Context: an optimization exercise on an open-source flow, tuned for small area. The choices shown serve that exercise and are no tape-out recipe.
The RTL was checked by simulation tests, not by an equivalence proof against the original design.
Power figures rest on the tool's default switching activity, not on a simulated workload. The flow treats the clock pin as an ideal source, which a real chip does not have.

Design mips_cpu, start of the top module:
module mips_cpu (
    input  wire logic                        clk,
    input  wire logic                        clk_en,
    input  wire logic                        reset,
    input  wire logic [32-1:0] r_data,    
    output logic                             wr_en,
    output logic [32-1:0]      mem_addr,
    output logic [32-1:0]      w_data
);
Size: about 2800 cells after synthesis, about 0.033 sq mm of cells after synthesis.
==> flow/config.mk <==
export PLATFORM = sky130hd
export DESIGN_NAME = mips_cpu
export DESIGN_NICKNAME = mips_cpu
export VERILOG_FILES = /design/flow/design.v
export SDC_FILE = /design/flow/constraint.sdc
export NUM_CORES = 4
export LEC_CHECK = 0
export CAP_MARGIN = 20
export CORE_MARGIN = 2
export CORE_UTILIZATION = 80
export SLEW_MARGIN = 20
export SYNTH_HIERARCHICAL = 1
==> flow/constraint.sdc <==
create_clock -name core_clock -period 10.0 [get_ports {clk}]
set_input_delay 2.0000 -clock core_clock [delete_from_list [all_inputs] [get_ports {clk}]]
set_output_delay 2.0000 -clock core_clock [all_outputs]
set_load 0.01 [all_outputs]
standard.sh (not shown) runs the stock make flow with config.mk's settings and CLKGATE_MAP_FILE= SYNTH_SCRIPT=/design/flow/synth_recipe.tcl, a recipe that flattens the netlist after the stock synthesis.
==> flow/flow/run.sh <==
#!/bin/bash
# The standard layout, with buf_1 port buffers and a clock tree of
# clkbuf_8 leaf clusters without dummy loads. standard.sh's output goes to
# standard.log; ORFS keeps each tool's log under orfs/logs.
export BUFFER_PORTS_ARGS="-buffer_cell sky130_fd_sc_hd__buf_1"
export CTS_ARGS="-sink_clustering_enable -repair_clock_nets -dont_use_dummy_load -buf_list sky130_fd_sc_hd__clkbuf_8 -sink_clustering_size 17 -sink_clustering_max_diameter 200"
bash standard.sh > standard.log 2>&1
The starting point produced a clean layout.
Next try:
==> flow/flow/run.sh (replaced) <==
#!/bin/bash
# The standard layout, with buf_1 port buffers and a clock tree of
# clkbuf_16 leaf clusters without dummy loads. standard.sh's output goes to
# standard.log; ORFS keeps each tool's log under orfs/logs.
export BUFFER_PORTS_ARGS="-buffer_cell sky130_fd_sc_hd__buf_1"
export CTS_ARGS="-sink_clustering_enable -repair_clock_nets -dont_use_dummy_load -buf_list sky130_fd_sc_hd__clkbuf_16 -sink_clustering_size 30 -sink_clustering_max_diameter 200"
bash standard.sh > standard.log 2>&1
Effect: The new run completed without violations. Setup slack gets worse by 0.056 ns. Total power is higher by 1.2%. Register-to-register slack gets better by 0.02 ns. Wire length is higher by 2.7%.
Next try:
==> flow/flow/run.sh (replaced) <==
#!/bin/bash
# The standard layout, with buf_1 port buffers and a clock tree of
# clkbuf_8 leaf clusters without dummy loads. standard.sh's output goes to
# standard.log; ORFS keeps each tool's log under orfs/logs.
export BUFFER_PORTS_ARGS="-buffer_cell sky130_fd_sc_hd__buf_1"
export CTS_ARGS="-sink_clustering_enable -repair_clock_nets -dont_use_dummy_load -buf_list sky130_fd_sc_hd__clkbuf_8 -sink_clustering_size 16 -sink_clustering_max_diameter 200"
export RECOVER_POWER=100
bash standard.sh > standard.log 2>&1
- CORE_UTILIZATION: 80 -> 70
This time the run produced a layout that fails on capacitance limit, slew limit.
Final area stays flat.
Clock skew hardly moves.
Area after synthesis stays the same.
Next try:
--- a/flow/flow/run.sh
+++ b/flow/flow/run.sh
@@ -5,4 +5,3 @@
 export BUFFER_PORTS_ARGS="-buffer_cell sky130_fd_sc_hd__buf_1"
 export CTS_ARGS="-sink_clustering_enable -repair_clock_nets -dont_use_dummy_load -buf_list sky130_fd_sc_hd__clkbuf_8 -sink_clustering_size 16 -sink_clustering_max_diameter 200"
-export RECOVER_POWER=100
 bash standard.sh > standard.log 2>&1
The new run produced a clean layout.
Global-route usage stays the same.
Routed wire length is about the same.
Worst setup slack improved by 1.4 ns.
Final area barely changes.
Total power barely changes.
Fmax goes up by 25%.
Hold slack is unchanged.
Synthesized cell count stays the same.
Cell count is unchanged.
Sequential cell count is unchanged.
Via count hardly moves.


mips_cpu, a different RTL version from the one above (not shown whole).
Size: ~1,100 flip-flops, about 32,000 um^2 of cells after synthesis.
==> flow/config.mk <==
export PLATFORM = sky130hd
export DESIGN_NAME = mips_cpu
export DESIGN_NICKNAME = mips_cpu
export VERILOG_FILES = /design/flow/design.v
export SDC_FILE = /design/flow/constraint.sdc
export NUM_CORES = 4
export LEC_CHECK = 0
export CAP_MARGIN = 20
export CORE_MARGIN = 2
export CORE_UTILIZATION = 70
export SLEW_MARGIN = 20
export SYNTH_HIERARCHICAL = 1
==> flow/constraint.sdc <==
create_clock -name core_clock -period 10.0 [get_ports {clk}]
set_input_delay 2.0000 -clock core_clock [delete_from_list [all_inputs] [get_ports {clk}]]
set_output_delay 2.0000 -clock core_clock [all_outputs]
set_load 0.01 [all_outputs]
==> flow/flow/run.sh <==
#!/bin/bash
# The standard layout, with buf_1 port buffers and a clock tree of
# clkbuf_8 leaf clusters without dummy loads. standard.sh's output goes to
# standard.log; ORFS keeps each tool's log under orfs/logs.
export BUFFER_PORTS_ARGS="-buffer_cell sky130_fd_sc_hd__buf_1"
export CTS_ARGS="-sink_clustering_enable -repair_clock_nets -dont_use_dummy_load -buf_list sky130_fd_sc_hd__clkbuf_8 -sink_clustering_size 16 -sink_clustering_max_diameter 200"
export SKIP_REPAIR_TIE_FANOUT=1
bash standard.sh > standard.log 2>&1
The baseline completed without violations.
==> next run, changes <==
--- a/flow/flow/run.sh
+++ b/flow/flow/run.sh
@@ -6 +6 @@
-export CTS_ARGS="-sink_clustering_enable -repair_clock_nets -dont_use_dummy_load -buf_list sky130_fd_sc_hd__clkbuf_8 -sink_clustering_size 16 -sink_clustering_max_diameter 200"
+export CTS_ARGS="-sink_clustering_enable -repair_clock_nets -dont_use_dummy_load -buf_list sky130_fd_sc_hd__clkbuf_8 -sink_clustering_size 20 -sink_clustering_max_diameter 70"
The new run completed without violations; first-iteration DRC count is higher by 5.3%; wire length is lower by about 0.7%; maximum frequency is higher by 0.51%; sequential share of layout area is higher by 0.48 points; setup slack gains 0.032 ns; via count is lower by 0.34%; core utilization is lower by 0.52 points; power is lower by 2.5%; die area is unchanged; synthesized area is unchanged.
==> next run, changes <==
--- a/flow/flow/run.sh
+++ b/flow/flow/run.sh
@@ -6 +6 @@
-export CTS_ARGS="-sink_clustering_enable -repair_clock_nets -dont_use_dummy_load -buf_list sky130_fd_sc_hd__clkbuf_8 -sink_clustering_size 20 -sink_clustering_max_diameter 70"
+export CTS_ARGS="-sink_clustering_enable -repair_clock_nets -dont_use_dummy_load -buf_list sky130_fd_sc_hd__clkbuf_8 -sink_clustering_size 22 -sink_clustering_max_diameter 60"
Synthesized cell count stays the same.
Fmax hardly moves.
First-iteration DRC count rose by 3.9%.
Global-route usage barely changes.
Sequential power barely changes.
Register-to-register slack is better by 0.02 ns.
==> next run, changes <==
==> flow/flow/run.sh (replaced) <==
#!/bin/bash
# The standard layout, with buf_1 port buffers and a clock tree of up to 20-sink
# clkbuf_8 leaf clusters without dummy loads. standard.sh's output goes to
# standard.log; ORFS keeps each tool's log under orfs/logs. Tie cells are
# not split per load (SKIP_REPAIR_TIE_FANOUT).
export BUFFER_PORTS_ARGS="-buffer_cell sky130_fd_sc_hd__buf_1"
export CTS_ARGS="-sink_clustering_enable -repair_clock_nets -dont_use_dummy_load -buf_list sky130_fd_sc_hd__clkbuf_8 -sink_clustering_size 20 -sink_clustering_max_diameter 70"
export SKIP_REPAIR_TIE_FANOUT=1
bash standard.sh > standard.log 2>&1
What happened: Combinational power barely changes; area after synthesis stays the same; design area is about the same; routed wire length stays flat; flip-flop and latch count stays the same; fmax is about the same.

## re-timing with driven ports
The flow's constraints put no driver on any port. The routed layouts listed below were extracted and timed again, unchanged, in two steps. Step 1 assumes that a clkbuf_16 drives the clock port and a buf_2 every other input. Step 2, shift: input delay + t, output delay - t, t = (earliest + latest rising clock arrival at the registers) / 2. This alone moves slack from input paths to output paths. a / b / c = ideal ports / drivers / drivers and shift; a / b = the first two.
run | t (ns) | setup slack, ns | worst slew at a driven data input, ns | cell pins on the clock port's net
the first run of note 1 | 0.685 | 4.559 / 4.581 / 3.905 | 0.12 | 1
the second run of note 1 | 0.639 | 4.503 / 4.539 / 3.899 | 0.11 | 1
the third run of note 1 | 0.692 | 3.160 / 3.193 / 2.502 | 0.11 | 1
the fourth run of note 1 | 0.692 | 4.520 / 4.507 / 3.816 | 0.11 | 1
the first run of note 2 | 0.704 | 3.710 / 3.738 / 3.034 | 0.07 | 1
the second run of note 2 | 0.714 | 3.742 / 3.771 / 3.057 | 0.07 | 1
the third run of note 2 | 0.720 | 3.744 / 3.776 / 3.057 | 0.07 | 1
the fourth run of note 2 | 0.714 | 3.742 / 3.771 / 3.057 | 0.07 | 1
For the fourth run of note 1, which loses most, drivers alone change the setup slack by -0.013 ns; drivers and shift together by -0.704 ns.
